Background: an optimization exercise with open tools, aiming at small area. Do not read the settings as production practice. Function was checked by simulation only, so behaviour that the tests miss may differ from the original.

--- flow/run.sh ---
#!/bin/bash
# synth_recipe.tcl (not shown) runs the flow's synth.tcl, then flattens the netlist and writes it again
# the make line also repeats each setting of config.mk as NAME=value (left out here)
make -C /OpenROAD-flow-scripts/flow DESIGN_CONFIG=/design/flow/config.mk WORK_HOME=/design/flow/orfs CLKGATE_MAP_FILE= SYNTH_SCRIPT=/design/flow/synth_recipe.tcl finish
--- flow/config.mk ---
export PLATFORM = sky130hd
export DESIGN_NAME = spi_eeprom_slave
export DESIGN_NICKNAME = spi_eeprom_slave
export VERILOG_FILES = /design/flow/design.v
export SDC_FILE = /design/flow/constraint.sdc
export NUM_CORES = 4
export LEC_CHECK = 0
export CAP_MARGIN = 20
export CORE_MARGIN = 2
export CORE_UTILIZATION = 40
export SLEW_MARGIN = 20
--- flow/constraint.sdc ---
create_clock -name core_clock -period 8.0 [get_ports {clk}]
set_input_delay 1.6000 -clock core_clock [delete_from_list [all_inputs] [get_ports {clk}]]
set_output_delay 1.6000 -clock core_clock [all_outputs]
set_load 0.01 [all_outputs]
--- flow/design.v ---
`timescale 1ns/1ps
module spi_eeprom_slave #(
  parameter int AW      = 7,
  parameter int PAGE_AW = 4
) (
  input  logic clk,
  input  logic rst,
  input  logic sck,
  input  logic csn,
  input  logic mosi,
  output logic miso,
  output logic miso_oe,
  output logic wel
);
  typedef enum logic [2:0] {
    IDLE    = 3'd0,
    CMD     = 3'd1,
    ADDR    = 3'd2,
    RD_DATA = 3'd3,
    WR_DATA = 3'd4,
    STATUS  = 3'd5,
    IGNORE  = 3'd6
  } state_t;
  localparam logic [1:0] WOP_NONE  = 2'd0;
  localparam logic [1:0] WOP_SET   = 2'd1;
  localparam logic [1:0] WOP_CLEAR = 2'd2;
  logic [2:0]    sck_q;
  logic [1:0]    csn_q;
  logic [1:0]    mosi_q;
  state_t        state_q;
  logic [2:0]    bit_cnt_q;
  logic [6:0]    shift_q;
  logic [7:0]    tx_q;
  logic [AW-1:0] addr_q;
  logic          rd_q;
  logic          miso_q;
  logic          miso_oe_q;
  logic          wel_q;
  logic [1:0]    wen_op_q;
  logic          extra_q;
  logic          wrote_q;
  logic          wr_pend_q;
  logic [7:0]    wr_data_q;
  logic [7:0]    mem_q [0:(1<<AW)-1];
  logic          sck_rise;
  logic          sck_fall;
  logic          csn_s;
  logic          mosi_s;
  logic          last_bit;
  logic [7:0]    rx_byte;
  logic [7:0]    status_byte;
  logic [AW-1:0] addr_inc;
  logic [AW-1:0] addr_page_inc;
  assign sck_rise      = sck_q[1] & ~sck_q[2];
  assign sck_fall      = ~sck_q[1] & sck_q[2];
  assign csn_s         = csn_q[1];
  assign mosi_s        = mosi_q[1];
  assign last_bit      = (bit_cnt_q == 3'd7);
  assign rx_byte       = {shift_q, mosi_s};
  assign status_byte   = {6'b000000, wel_q, 1'b0};
  assign addr_inc      = addr_q + AW'(1);
  assign addr_page_inc = {addr_q[AW-1:PAGE_AW], addr_q[PAGE_AW-1:0] + PAGE_AW'(1)};
  always_ff @(posedge clk) begin
    if (rst) begin
      sck_q  <= 3'b000;
      csn_q  <= 2'b11;
      mosi_q <= 2'b00;
    end else begin
      sck_q  <= {sck_q[1:0], sck};
      csn_q  <= {csn_q[0], csn};
      mosi_q <= {mosi_q[0], mosi};
    end
  end
  always_ff @(posedge clk) begin
    if (rst) begin
      state_q   <= IDLE;
      bit_cnt_q <= 3'd0;
      shift_q   <= 7'd0;
      tx_q      <= 8'd0;
      addr_q    <= '0;
      rd_q      <= 1'b0;
      miso_q    <= 1'b0;
      miso_oe_q <= 1'b0;
      wel_q     <= 1'b0;
      wen_op_q  <= WOP_NONE;
      extra_q   <= 1'b0;
      wrote_q   <= 1'b0;
      wr_pend_q <= 1'b0;
      wr_data_q <= 8'd0;
      for (int i = 0; i < (1 << AW); i++) begin
        mem_q[i] <= 8'hFF;
      end
    end else begin
      wr_pend_q <= 1'b0;
      if (wr_pend_q) begin
        mem_q[addr_q] <= wr_data_q;
        addr_q        <= addr_page_inc;
      end
      if (csn_s) begin
        if (state_q == IGNORE && !extra_q) begin
          case (wen_op_q)
            WOP_SET:   wel_q <= 1'b1;
            WOP_CLEAR: wel_q <= 1'b0;
            default:   wel_q <= wel_q;
          endcase
        end
        if (state_q == WR_DATA && wrote_q) begin
          wel_q <= 1'b0;
        end
        state_q   <= IDLE;
        bit_cnt_q <= 3'd0;
        miso_q    <= 1'b0;
        miso_oe_q <= 1'b0;
      end else begin
        case (state_q)
          IDLE: begin
            state_q   <= CMD;
            bit_cnt_q <= 3'd0;
            extra_q   <= 1'b0;
            wrote_q   <= 1'b0;
            wen_op_q  <= WOP_NONE;
          end
          CMD: begin
            if (sck_rise) begin
              shift_q   <= rx_byte[6:0];
              bit_cnt_q <= bit_cnt_q + 3'd1;
              if (last_bit) begin
                case (rx_byte)
                  8'h06: begin
                    state_q  <= IGNORE;
                    wen_op_q <= WOP_SET;
                  end
                  8'h04: begin
                    state_q  <= IGNORE;
                    wen_op_q <= WOP_CLEAR;
                  end
                  8'h05: begin
                    state_q   <= STATUS;
                    tx_q      <= status_byte;
                    miso_oe_q <= 1'b1;
                  end
                  8'h03: begin
                    state_q <= ADDR;
                    rd_q    <= 1'b1;
                  end
                  8'h02: begin
                    state_q <= wel_q ? ADDR : IGNORE;
                    rd_q    <= 1'b0;
                  end
                  default: state_q <= IGNORE;
                endcase
              end
            end
          end
          ADDR: begin
            if (sck_rise) begin
              shift_q   <= rx_byte[6:0];
              bit_cnt_q <= bit_cnt_q + 3'd1;
              if (last_bit) begin
                addr_q <= rx_byte[AW-1:0];
                if (rd_q) begin
                  state_q   <= RD_DATA;
                  tx_q      <= mem_q[rx_byte[AW-1:0]];
                  miso_oe_q <= 1'b1;
                end else begin
                  state_q <= WR_DATA;
                end
              end
            end
          end
          RD_DATA, STATUS: begin
            if (sck_fall) begin
              miso_q    <= tx_q[7];
              bit_cnt_q <= bit_cnt_q + 3'd1;
              if (!last_bit) begin
                tx_q <= {tx_q[6:0], 1'b0};
              end else if (state_q == RD_DATA) begin
                addr_q <= addr_inc;
                tx_q   <= mem_q[addr_inc];
              end else begin
                tx_q <= status_byte;
              end
            end
          end
          WR_DATA: begin
            if (sck_rise) begin
              shift_q   <= rx_byte[6:0];
              bit_cnt_q <= bit_cnt_q + 3'd1;
              if (last_bit) begin
                wr_pend_q <= 1'b1;
                wr_data_q <= rx_byte;
                wrote_q   <= 1'b1;
              end
            end
          end
          IGNORE: begin
            if (sck_rise) begin
              extra_q <= 1'b1;
            end
          end
          default: state_q <= IDLE;
        endcase
      end
    end
  end
  assign miso    = miso_q;
  assign miso_oe = miso_oe_q;
  assign wel     = wel_q;
endmodule
==> results.sh <==
export IMPL_clkTransAtPathRegs_ns=0.07
export IMPL_worstPathRequired_ns=8.69
export IMPL_seqPwrFrac_pct=52.3
export IMPL_post_dp_hpwl_mm=124.5
export IMPL_cts_max_level=3
export IMPL_syn_cell_area_um2=59270
export IMPL_crit_type="flip-flop to flip-flop"
export IMPL_clock_path_buffers=3
export IMPL_total_power_mw=11.77
export IMPL_area_delta_synth_final_pct=8.571
export IMPL_gr_usage_all_layers_pct=26.03
export IMPL_rows=141
export IMPL_grt_max_degree=89
export IMPL_hold_buffers=0
export IMPL_clockPowerShare_pct=45.9
export IMPL_hp_start="csn_q[0]$_SDFF_PP1_"
export IMPL_place_inst=5838
export IMPL_crit_path_start="addr_q[0]$_SDFF_PP0_"
export IMPL_antenna_left=0
export IMPL_dr_pass1_iters=6
export IMPL_combPwrFrac_pct=1.8
export IMPL_hold_path_class="flip-flop to flip-flop"
export IMPL_fin_nets=4031
export IMPL_cp_max_fo=41
export IMPL_ys_flop_type="edfxtp_1"
export IMPL_vias=39170
export IMPL_finalCriticalPeriod_ns=4.828
export IMPL_fin_worst_skew_ns=0.04371
export IMPL_hold_viol=0
export IMPL_die_w_um=388.9
export IMPL_final_util_pct=43.63
export IMPL_synth_compound_area_share_pct=3.403
export IMPL_relSlewSlack_pct=15.48
export IMPL_drv_slew=0
export IMPL_power_density_nw_per_um2=182.9
export IMPL_grt_pass1_vias=37660
export IMPL_grt_pass1_wl_mm=285.3
export IMPL_synth_area_per_cell_um2=13.91
export IMPL_internal_power_mw=9.223
export IMPL_final_cells=6050
export IMPL_critPathCaptureType="flip-flop"
export IMPL_drc_errors=0
export IMPL_synthArstFlopShare_pct=0
export IMPL_period_share_pct=60.36
export IMPL_synth_xor_area_share_pct=0.1900
export IMPL_synth_seq_cells=1076
export IMPL_gp_congestion=0.9612
export IMPL_synth_simple_area_share_pct=16.78
export IMPL_antenna_found_initial=8
export IMPL_synth_cell_types=75
export IMPL_synthMuxAreaShare_pct=22.29
export IMPL_viasPerCell=6.475
export IMPL_worstMarginPinSlew_ns=1.258
export IMPL_grt_setup_unrepaired="false"
export IMPL_ys_seq_area_share_pct=53.64
export IMPL_worstRegToRegCells=9
export IMPL_cts_resized_gates=0
export IMPL_crit_end="tx_q[5]$_SDFFE_PP0P_"
export IMPL_cts_setup_buffers=0
export IMPL_drt_initial_drc_count=5684
export IMPL_status="finished clean"
export IMPL_p_switching_mw=2.544
export IMPL_cts_tree="yes"
export IMPL_synth_nets=4269
export IMPL_drv_cap=0
export IMPL_p_leak_nw=15.15
export IMPL_worstReg2RegEnd="tx_q[5]$_SDFFE_PP0P_"
export IMPL_wire_per_inst_um=32.79
export IMPL_switching_share_pct=21.62
export IMPL_cts_sinks=1076
export IMPL_fp_dieArea_um2=151300
export IMPL_synth_adder_area_share_pct=0.06333
export IMPL_worstSkewPairLatency_ns=0.78
export IMPL_grt_overflow_total=0
export IMPL_port_buffers=7
export IMPL_core_area_um2=147500
export IMPL_fmax_mhz=207.1
export IMPL_layout_drive_gt1_share_pct=33.41
export IMPL_yosys_warnings=1
export IMPL_ios=8
export IMPL_start_util_pct=40.19
export IMPL_fp_dieH_um=388.9
export IMPL_setup_tns_final_ns=0
export IMPL_route_final_wire_length_mm=198.4
export IMPL_rrSetupSlack_ns=3.17
export IMPL_synth_edf_count=1024
export IMPL_start_kind="flip-flop"
export IMPL_setup_viol=0
export IMPL_synth_top_family_by_area="multiplexers"
export IMPL_ir_worst_vdd_mv=0.1575
export IMPL_crit_arrival_ns=5.52
export IMPL_hold_ws_ns=0.4081
export IMPL_reg2reg_from="addr_q[0]$_SDFF_PP0_"
export IMPL_root_buffer="clkbuf_16"
export IMPL_synth_cells=4261
export IMPL_cts_buffers=113
[cell usage after synthesis (5+ instances only)]
library cell  count  share of area, %
or3_1           485               5.1
nand4_1          17              0.18
mux2i_1         105               1.8
nand2b_1         99               1.0
buf_6            18              0.34
and2_1            9             0.095
nor2_1           92              0.58
a211oi_1         16              0.20
mux4_2          536                20
nand3_1          89              0.75
nor3b_1           5             0.063
buf_2            85              0.72
o211ai_1          8              0.10
inv_1            11             0.070
nand2_1         338               2.1
a311oi_1         28              0.41
xor2_1            5             0.074
and3_1           25              0.26
dfxtp_1          52               1.8
buf_1            18              0.11
nor4_1            8             0.084
mux2_2            8              0.15
o21ai_0          23              0.19
or2_2           530               5.6
edfxtp_1       1024                52
a221oi_1          5             0.074
o22ai_1           7             0.074
clkbuf_1        287               1.8
a32oi_1           6             0.089
a21oi_1          49              0.41
or2b_1            5             0.063
a22oi_1          27              0.34
o21bai_1         49              0.62
xnor2_1           6             0.089
a31oi_1          16              0.17
nor3_1           35              0.30
a21o_1           14              0.18
nor2b_1          23              0.24
o21ai_1           5             0.042
buf_4            36              0.46
[cell usage in the layout, fill, tap and decap left out, types with 17 or more instances in the layout]
cell type,count
o21bai_1,49
nor3_1,32
clkbuf_16,113
o21ai_0,23
nand2_1,334
nor2_1,89
or3_1,485
nor2b_1,23
mux4_2,536
edfxtp_1,1024
a22oi_1,27
buf_4,76
clkinv_2,24
clkinv_1,30
a21oi_1,49
and3_1,25
nand3_1,89
a311oi_1,28
nand2b_1,99
nand4_1,17
or2_2,530
dfxtp_1,37
mux2i_1,105
[worst max-delay path: stages, from the launching register on]
cell and delay (ns):
dfxtp_4 0.95, and3_1 0.89, xnor2_2 0.54, buf_4 0.48, and3_1 0.23, a311oi_1 0.46
a311oi_1 0.28, a311o_1 0.46, a21o_1 0.19, a211oi_1 0.23
[layer usage]
| layer | GRT usage, % | wire length [µm] | vias to the layer above |
|---|---|---|---|
| li1 | - | - | 16040 |
| met1 | 36.99 | 79290 | 20380 |
| met2 | 38.50 | 88090 | 2358 |
| met3 | 5.853 | 21710 | 388 |
| met4 | 11.13 | 9220 | 8 |
| met5 | 0 | 73 | - |
[flip-flops by register name (all words and copies together), names as in the netlist]
name,count
mem_q,1024
tx_q,8
wr_data_q,8
addr_q,7
shift_q,7
bit_cnt_q,3
sck_q,3
state_q,3
csn_q,2
mosi_q,2
wen_op_q,2
extra_q,1
miso_oe_q,1
miso_q,1
rd_q,1
wel_q,1
wr_pend_q,1
wrote_q,1
[metrics by stage]
step | setup slack (ns) | cell area (µm²)
global route | 3.125 | 64340
floorplan | 4.610 | 59270
CTS | 3.290 | 64330
global placement | 2.587 | 60610
finish | 3.172 | 64350
detailed placement | 3.103 | 60650
[power groups by stage]
| stage | combinational (mW) | clock, mW | sequential, mW |
|---|---|---|---|
| finish | 0.215 | 5.40 | 6.16 |
| global route | 0.228 | 5.62 | 6.16 |
| CTS | 0.216 | 5.42 | 6.16 |
| detailed placement | 0.214 | 0 | 6.28 |
| global placement | 0.212 | 0 | 6.28 |
| floorplan | 0.141 | 0 | 6.27 |
[worst min path at each step]
| stage | endpoint | slack, ns | depth (start not counted) |
|---|---|---|---|
| finish | csn_q[1]$_SDFF_PP1_ | 0.41 | 1 |
| global route | csn_q[1]$_SDFF_PP1_ | 0.44 | 1 |
| CTS | csn_q[1]$_SDFF_PP1_ | 0.41 | 1 |
| detailed placement | csn_q[1]$_SDFF_PP1_ | 0.40 | 1 |
| global placement | csn_q[1]$_SDFF_PP1_ | 0.40 | 1 |
| floorplan | csn_q[1]$_SDFF_PP1_ | 0.39 | 1 |
[final cells by class]
cell class	count	area (µm²)
fill	13080	83140
clock inverter	83	798.3
multi-input combinational	2723	25480
timing repair buffer	95	873.3
clock buffer	127	2880
antenna	2	5.005
tap	1930	2415
sequential	1076	31840
inverter	14	52.55
[cells by family (layout without fill, tap and decap cells)]
kind of cell               after synthesis  count (layout)
adders and majority gates                3               3
muxes                                  649             649
other                                    0               2
AOI/OAI and AO/OA                      282             282
and+or+nand+nor                       1777            1777
buffers and inverters                  462             319
DFF                                   1076            1076
xor gates and xnor gates                12              12

==> separate check: timing with driven ports <==
The flow's constraints put no driver on any port. The routed layout listed below was extracted and timed again, unchanged, in two steps.
Step 1: set_driving_cell puts a clkbuf_16 on clk and a buf_2 on each other input, an assumption about the parent block.
Step 2 moves the port delays by t, midway between the first and last clock arrival at a register: inputs arrive t later, outputs are due t later. That takes back most of the time a late clock gives input paths.
Slacks: ideal / step 1 / step 2; pairs: ideal / step 1.
t, ns: 0.841
setup slack, ns: 3.172 / 3.172 / 3.040
pins driven straight from the clock port: 1
After both steps this run still meets setup and hold. For this run, drivers alone change the setup slack by 0.000 ns; drivers and shift together by -0.132 ns.
